Context: an optimization exercise on an open-source flow, tuned for small area, a short achievable clock period and few clock cycles. The choices shown serve that exercise and are no tape-out recipe. The RTL was checked by simulation tests, not by an equivalence proof against the original design. Power and IR drop assume default switching activity.

// pooling_unit
module pooling_unit #(
  parameter  int IL       = 4,
  parameter  int FL       = 16,
  parameter  int CHANNELS = 4,
  parameter  int MAX_LEN  = 16,
  localparam int LEN_W    = pooling_pkg::len_width(MAX_LEN),
  localparam int ACC_W    = pooling_pkg::acc_width(IL, FL, MAX_LEN),
  localparam int DW       = IL + FL
) (
  input  logic                 clk,
  input  logic                 rst,
  input  logic                 start,
  input  logic                 mode,
  input  logic [LEN_W-1:0]     len_cfg,
  input  logic [CHANNELS*DW-1:0] in_data,
  input  logic                 in_valid,
  output logic                 in_ready,
  output logic [CHANNELS*DW-1:0] out_data,
  output logic                 out_valid,
  input  logic                 out_ready,
  output logic                 busy
);
For scale: roughly 2,000 cells after synthesis, about 140 flip-flops, about 170 I/O pins, ~0.016 sq mm of cells after synthesis.
export LEC_CHECK = 0
export CAP_MARGIN = 20
export CORE_MARGIN = 2
export CORE_UTILIZATION = 40
export SETUP_SLACK_MARGIN = 3.0
export SLEW_MARGIN = 20
create_clock -name core_clock -period 6.0 [get_ports {clk}]
standard.sh (not shown) runs the stock make flow with config.mk's settings and CLKGATE_MAP_FILE= SYNTH_SCRIPT=/design/flow/synth_recipe.tcl, a recipe that flattens the netlist after the stock synthesis.
==> flow/flow/run.sh <==
#!/bin/bash
# The standard layout, with the port buffers made of plain buffers
# (sky130_fd_sc_hd__buf_2) instead of the delay cells buffer_ports picks.
set -euo pipefail
export BUFFER_PORTS_ARGS="-buffer_cell sky130_fd_sc_hd__buf_2"
bash standard.sh > standard.log 2>&1
Testbench counts at the start, summed over its fixed seeds: cycles 12,707.
Then changed:
SETUP_SLACK_MARGIN = 3.25   (was 3.0)
After rerunning: Power goes up by 7.3%. Die area is unchanged. Critical path depth climbs by 1. Utilization went up by 7.2 points. Design area increases by 15%. Worst setup slack is better by 16 ps. Hold slack is worse by 15 ps. Register-to-register slack improves by 20 ps. Synthesized cell count does not change. Routed wire length goes up by 8.7%. Via count climbs by 5.4%.

* * *

The RTL this note starts from:
==> flow/design.v <==
package pooling_pkg;
  typedef enum logic [1:0] {
    IDLE   = 2'd0,
    ACCUM  = 2'd1,
    DIVIDE = 2'd2,
    OUT    = 2'd3
  } state_t;
  typedef enum logic {
    POOL_MEAN = 1'b0,
    POOL_MAX  = 1'b1
  } mode_t;
  function automatic integer len_width(input integer max_len);
    len_width = $clog2(max_len + 1);
  endfunction
  function automatic integer acc_width(input integer il, input integer fl, input integer max_len);
    acc_width = il + fl + len_width(max_len);
  endfunction
endpackage
module pool_divider #(
  parameter int NSTEP = 1
) (
  input  logic [3:0]         r_in,
  input  logic [2*NSTEP-1:0] d_in,
  input  logic [5:0]         n1,
  input  logic [5:0]         n3,
  output logic [3:0]         r_out,
  output logic [2*NSTEP-1:0] q_out
);
  logic [3:0] r [NSTEP+1];
  logic [5:0] z [NSTEP];
  logic [6:0] s1 [NSTEP];
  logic [5:0] s2 [NSTEP];
  logic [6:0] s3 [NSTEP];
  logic       c1 [NSTEP];
  logic       c2 [NSTEP];
  logic       c3 [NSTEP];
  always_comb begin
    r[0] = r_in;
    for (int i = 0; i < NSTEP; i++) begin
      z[i]  = {r[i], d_in[2*NSTEP-1-2*i -: 2]};
      s1[i] = {1'b0, z[i]} + {1'b0, n1};
      s2[i] = {1'b0, z[i][5:1]} + {1'b0, n1[4:0]};
      s3[i] = {1'b0, z[i]} + {1'b0, n3};
      c1[i] = s1[i][6];
      c2[i] = s2[i][5];
      c3[i] = s3[i][6];
      q_out[2*NSTEP-1-2*i -: 2] = {c2[i], c3[i] | (c1[i] & !c2[i])};
      if (c3[i])      r[i+1] = s3[i][3:0];
      else if (c2[i]) r[i+1] = {s2[i][2:0], z[i][0]};
      else if (c1[i]) r[i+1] = s1[i][3:0];
      else            r[i+1] = z[i][3:0];
    end
    r_out = r[NSTEP];
  end
endmodule
module pooling_unit #(
  parameter  int IL       = 4,
  parameter  int FL       = 16,
  parameter  int CHANNELS = 4,
  parameter  int MAX_LEN  = 16,
  localparam int LEN_W    = pooling_pkg::len_width(MAX_LEN),
  localparam int ACC_W    = pooling_pkg::acc_width(IL, FL, MAX_LEN),
  localparam int DW       = IL + FL
) (
  input  logic                 clk,
  input  logic                 rst,
  input  logic                 start,
  input  logic                 mode,
  input  logic [LEN_W-1:0]     len_cfg,
  input  logic [CHANNELS*DW-1:0] in_data,
  input  logic                 in_valid,
  output logic                 in_ready,
  output logic [CHANNELS*DW-1:0] out_data,
  output logic                 out_valid,
  input  logic                 out_ready,
  output logic                 busy
);
  localparam int SW     = DW + 4;                
  localparam int LO     = 12;                    
  localparam int NSTEP  = 1;                     
  localparam int NDIV   = DW / (2 * NSTEP);      
  logic             st_acc, st_fix, st_div, st_cor, st_cor2, st_out, st_busy;
  logic             st_first;                    
  logic             mode_q, one_q;
  logic [3:0]       lm1_q;                       
  logic [5:0]       n1_q, n3_q;                  
  logic [3:0]       cnt_q;
  logic [LEN_W-1:0] len_clamped;
  logic             start_ok, beat, last_beat, last_div, any_cor2;
  logic [SW-1:0]         acc_q  [CHANNELS];
  logic                  cy_q   [CHANNELS];    
  logic                  neg_q  [CHANNELS];
  logic [3:0]            r_in   [CHANNELS];
  logic [DW-1:0]         x      [CHANNELS];
  logic [LO:0]           sum_lo [CHANNELS];
  logic [SW-LO-1:0]      sum_hi [CHANNELS];
  logic [DW-1:0]         xg     [CHANNELS];
  logic [DW-1:0]         q_new  [CHANNELS];
  logic                  cor    [CHANNELS];
  logic                  gt     [CHANNELS];
  logic [2*NSTEP-1:0]    d_in   [CHANNELS];
  logic [3:0]            r_nxt  [CHANNELS];
  logic [2*NSTEP-1:0]    q_nxt  [CHANNELS];
  assign in_ready  = st_acc;
  assign out_valid = st_out;
  assign busy      = st_busy;
  always_comb begin
    len_clamped = (len_cfg > LEN_W'(MAX_LEN)) ? LEN_W'(MAX_LEN) : len_cfg;
    start_ok    = start && !st_busy;
    beat        = in_valid && st_acc;
    last_beat   = beat && (cnt_q == '0);
    last_div    = st_div && (cnt_q == '0);
  end
  for (genvar g = 0; g < CHANNELS; g++) begin : g_lane
    always_comb begin
      x[g]      = in_data[g*DW +: DW];
      cor[g]    = neg_q[g] && (acc_q[g][SW-1:DW] != lm1_q);
      xg[g]     = x[g] & {DW{st_acc}};
      sum_lo[g] = {1'b0, acc_q[g][LO-1:0]} + (st_cor ? (LO+1)'(1) : {1'b0, x[g][LO-1:0]});
      sum_hi[g] = acc_q[g][SW-1:LO] + {{(SW-DW){xg[g][DW-1]}}, xg[g][DW-1:LO]}
                + (SW-LO)'(cy_q[g]);
      q_new[g]  = {acc_q[g][DW-2*NSTEP-1:0], q_nxt[g] ^ {(2*NSTEP){neg_q[g]}}};
      gt[g]     = {~x[g][DW-1], x[g][DW-2:0]} > {~acc_q[g][DW-1], acc_q[g][DW-2:0]};
      d_in[g]   = acc_q[g][DW-1 -: 2*NSTEP] ^ {(2*NSTEP){neg_q[g]}};
      r_in[g]   = acc_q[g][SW-1:DW] ^ {(SW-DW){st_first && acc_q[g][SW-1]}};
    end
    pool_divider #(
      .NSTEP(NSTEP)
    ) u_div (
      .r_in (r_in[g]),
      .d_in (d_in[g]),
      .n1   (n1_q),
      .n3   (n3_q),
      .r_out(r_nxt[g]),
      .q_out(q_nxt[g])
    );
    always_ff @(posedge clk) begin
      if (start_ok) begin
        acc_q[g] <= '0;
        acc_q[g][DW-1] <= mode && (len_clamped != '0);
        cy_q[g]  <= 1'b0;
      end else if (beat) begin
        if (!mode_q) begin
          acc_q[g] <= {sum_hi[g], sum_lo[g][LO-1:0]};
          cy_q[g]  <= sum_lo[g][LO];
        end else if (gt[g]) begin
          acc_q[g][DW-1:0] <= x[g];
        end
      end else if (st_fix) begin
        acc_q[g][SW-1:LO] <= sum_hi[g];
        neg_q[g] <= sum_hi[g][SW-LO-1];
      end else if (st_div) begin
        acc_q[g] <= {r_nxt[g], q_new[g]};
      end else if (st_cor) begin
        if (cor[g]) acc_q[g][LO-1:0] <= sum_lo[g][LO-1:0];
        cy_q[g]  <= cor[g] && sum_lo[g][LO];
      end else if (st_cor2) begin
        acc_q[g][SW-1:LO] <= sum_hi[g];
      end
    end
    assign out_data[g*DW +: DW] = acc_q[g][DW-1:0];
  end
  always_comb begin
    any_cor2 = 1'b0;
    for (int c = 0; c < CHANNELS; c++) any_cor2 |= cor[c] && (&acc_q[c][LO-1:0]);
  end
  always_ff @(posedge clk) begin
    if (rst) begin
      st_acc  <= 1'b0;
      st_fix  <= 1'b0;
      st_first <= 1'b0;
      st_div  <= 1'b0;
      st_cor  <= 1'b0;
      st_cor2 <= 1'b0;
      st_out  <= 1'b0;
      st_busy <= 1'b0;
    end else begin
      if (start_ok) begin
        st_busy <= 1'b1;
        st_acc  <= (len_clamped != '0);
        st_out  <= (len_clamped == '0);
      end
      if (last_beat) begin
        st_acc <= 1'b0;
        if (!mode_q && !one_q) st_fix <= 1'b1;
        else st_out <= 1'b1;
      end
      st_first <= st_fix;
      if (st_fix) begin
        st_fix <= 1'b0;
        st_div <= 1'b1;
      end
      if (last_div) begin
        st_div <= 1'b0;
        st_cor <= 1'b1;
      end
      if (st_cor) begin
        st_cor <= 1'b0;
        if (any_cor2) st_cor2 <= 1'b1;
        else st_out <= 1'b1;
      end
      if (st_cor2) begin
        st_cor2 <= 1'b0;
        st_out  <= 1'b1;
      end
      if (st_out && out_ready) begin
        st_out  <= 1'b0;
        st_busy <= 1'b0;
      end
    end
  end
  always_ff @(posedge clk) begin
    if (start_ok) begin
      mode_q <= mode;
      one_q  <= (len_clamped == LEN_W'(1));
      lm1_q  <= 4'(len_clamped - LEN_W'(1));
      n1_q   <= 6'(7'd64 - 7'(len_clamped));
      n3_q   <= 6'(8'd192 - 8'(len_clamped) * 8'd3);
      cnt_q  <= 4'(len_clamped - LEN_W'(1));
    end else if (last_beat) begin
      cnt_q  <= 4'(NDIV - 1);
    end else if (beat || st_div) begin
      cnt_q  <= cnt_q - 4'd1;
    end
  end
endmodule
==> flow/config.mk <==
export PLATFORM = sky130hd
export DESIGN_NAME = pooling_unit
export DESIGN_NICKNAME = pooling_unit
export VERILOG_FILES = /design/flow/design.v
export SDC_FILE = /design/flow/constraint.sdc
export NUM_CORES = 4
export LEC_CHECK = 0
export CAP_MARGIN = 20
export CORE_MARGIN = 2
export CORE_UTILIZATION = 40
export SETUP_SLACK_MARGIN = 2.9
export SLEW_MARGIN = 20
==> flow/constraint.sdc <==
create_clock -name core_clock -period 6.0 [get_ports {clk}]
set_input_delay 1.2000 -clock core_clock [delete_from_list [all_inputs] [get_ports {clk}]]
set_output_delay 1.2000 -clock core_clock [all_outputs]
set_load 0.01 [all_outputs]
Scripts as last shown in full above: flow/flow/run.sh
Testbench counts at the start, summed over its fixed seeds: cycles 12,707.
Change:
--- a/flow/config.mk
+++ b/flow/config.mk
@@ -10,3 +10,3 @@
 export CORE_UTILIZATION = 40
-export SETUP_SLACK_MARGIN = 2.9
+export SETUP_SLACK_MARGIN = 2.7
 export SLEW_MARGIN = 20
Utilization drops by 1.4 points.
Cell area decreases by a few percent.
Register-to-register slack is worse by 130 ps.
Total power fell by a few percent.
Setup slack gets worse by 200 ps.
Die area stays the same.
Count of clock-buffer cells in the layout increases by 1.
Final cell count went down slightly.
Sequential power stays flat.
Clock power falls by a few percent.
Non-clock buffer count drops by 20.
Change:
--- a/flow/config.mk
+++ b/flow/config.mk
@@ -10,3 +10,3 @@
 export CORE_UTILIZATION = 40
-export SETUP_SLACK_MARGIN = 2.7
+export SETUP_SLACK_MARGIN = 3.1
 export SLEW_MARGIN = 20
Outcome: Core utilization went up by 4.7 points. Via count grows by a few percent. Setup slack gains 230 ps. Final area increases by roughly a tenth. Synthesized area is unchanged. First-iteration DRC count climbs by a little under a tenth.

-- re-timing with driven ports --
Ports are ideal in the flow. The routed layouts listed here were re-timed in OpenROAD. Step 1 sets driving cells, clkbuf_16 on the clock port and buf_2 on the other inputs (assumed; they add their load-dependent delay and slew). Step 2 times the ports against the registers' clock, not the clock port: input delays grow and output delays shrink by t, the midpoint of the rising clock arrivals with the driver on. Slacks: ideal / step 1 / step 2; pairs: ideal / step 1.
| run | t (ns) | slack for setup (ns) | cell pins on the clock port's net |
|---|---|---|---|
| the first run of note 1 | 0.495 | 2.886 / 2.886 / 2.428 | 1 |
| the second run of note 1 | 0.493 | 2.901 / 2.901 / 2.460 | 1 |
| the first run of note 2 | 0.480 | 2.955 / 2.961 / 2.481 | 1 |
| the second run of note 2 | 0.481 | 2.758 / 2.790 / 2.309 | 1 |
| the third run of note 2 | 0.482 | 2.987 / 2.985 / 2.502 | 1 |
After both steps setup and hold are still met in every run listed. The setup slack of the third run of note 2, which loses most, moves by -0.002 ns with the drivers and by -0.485 ns with both steps.
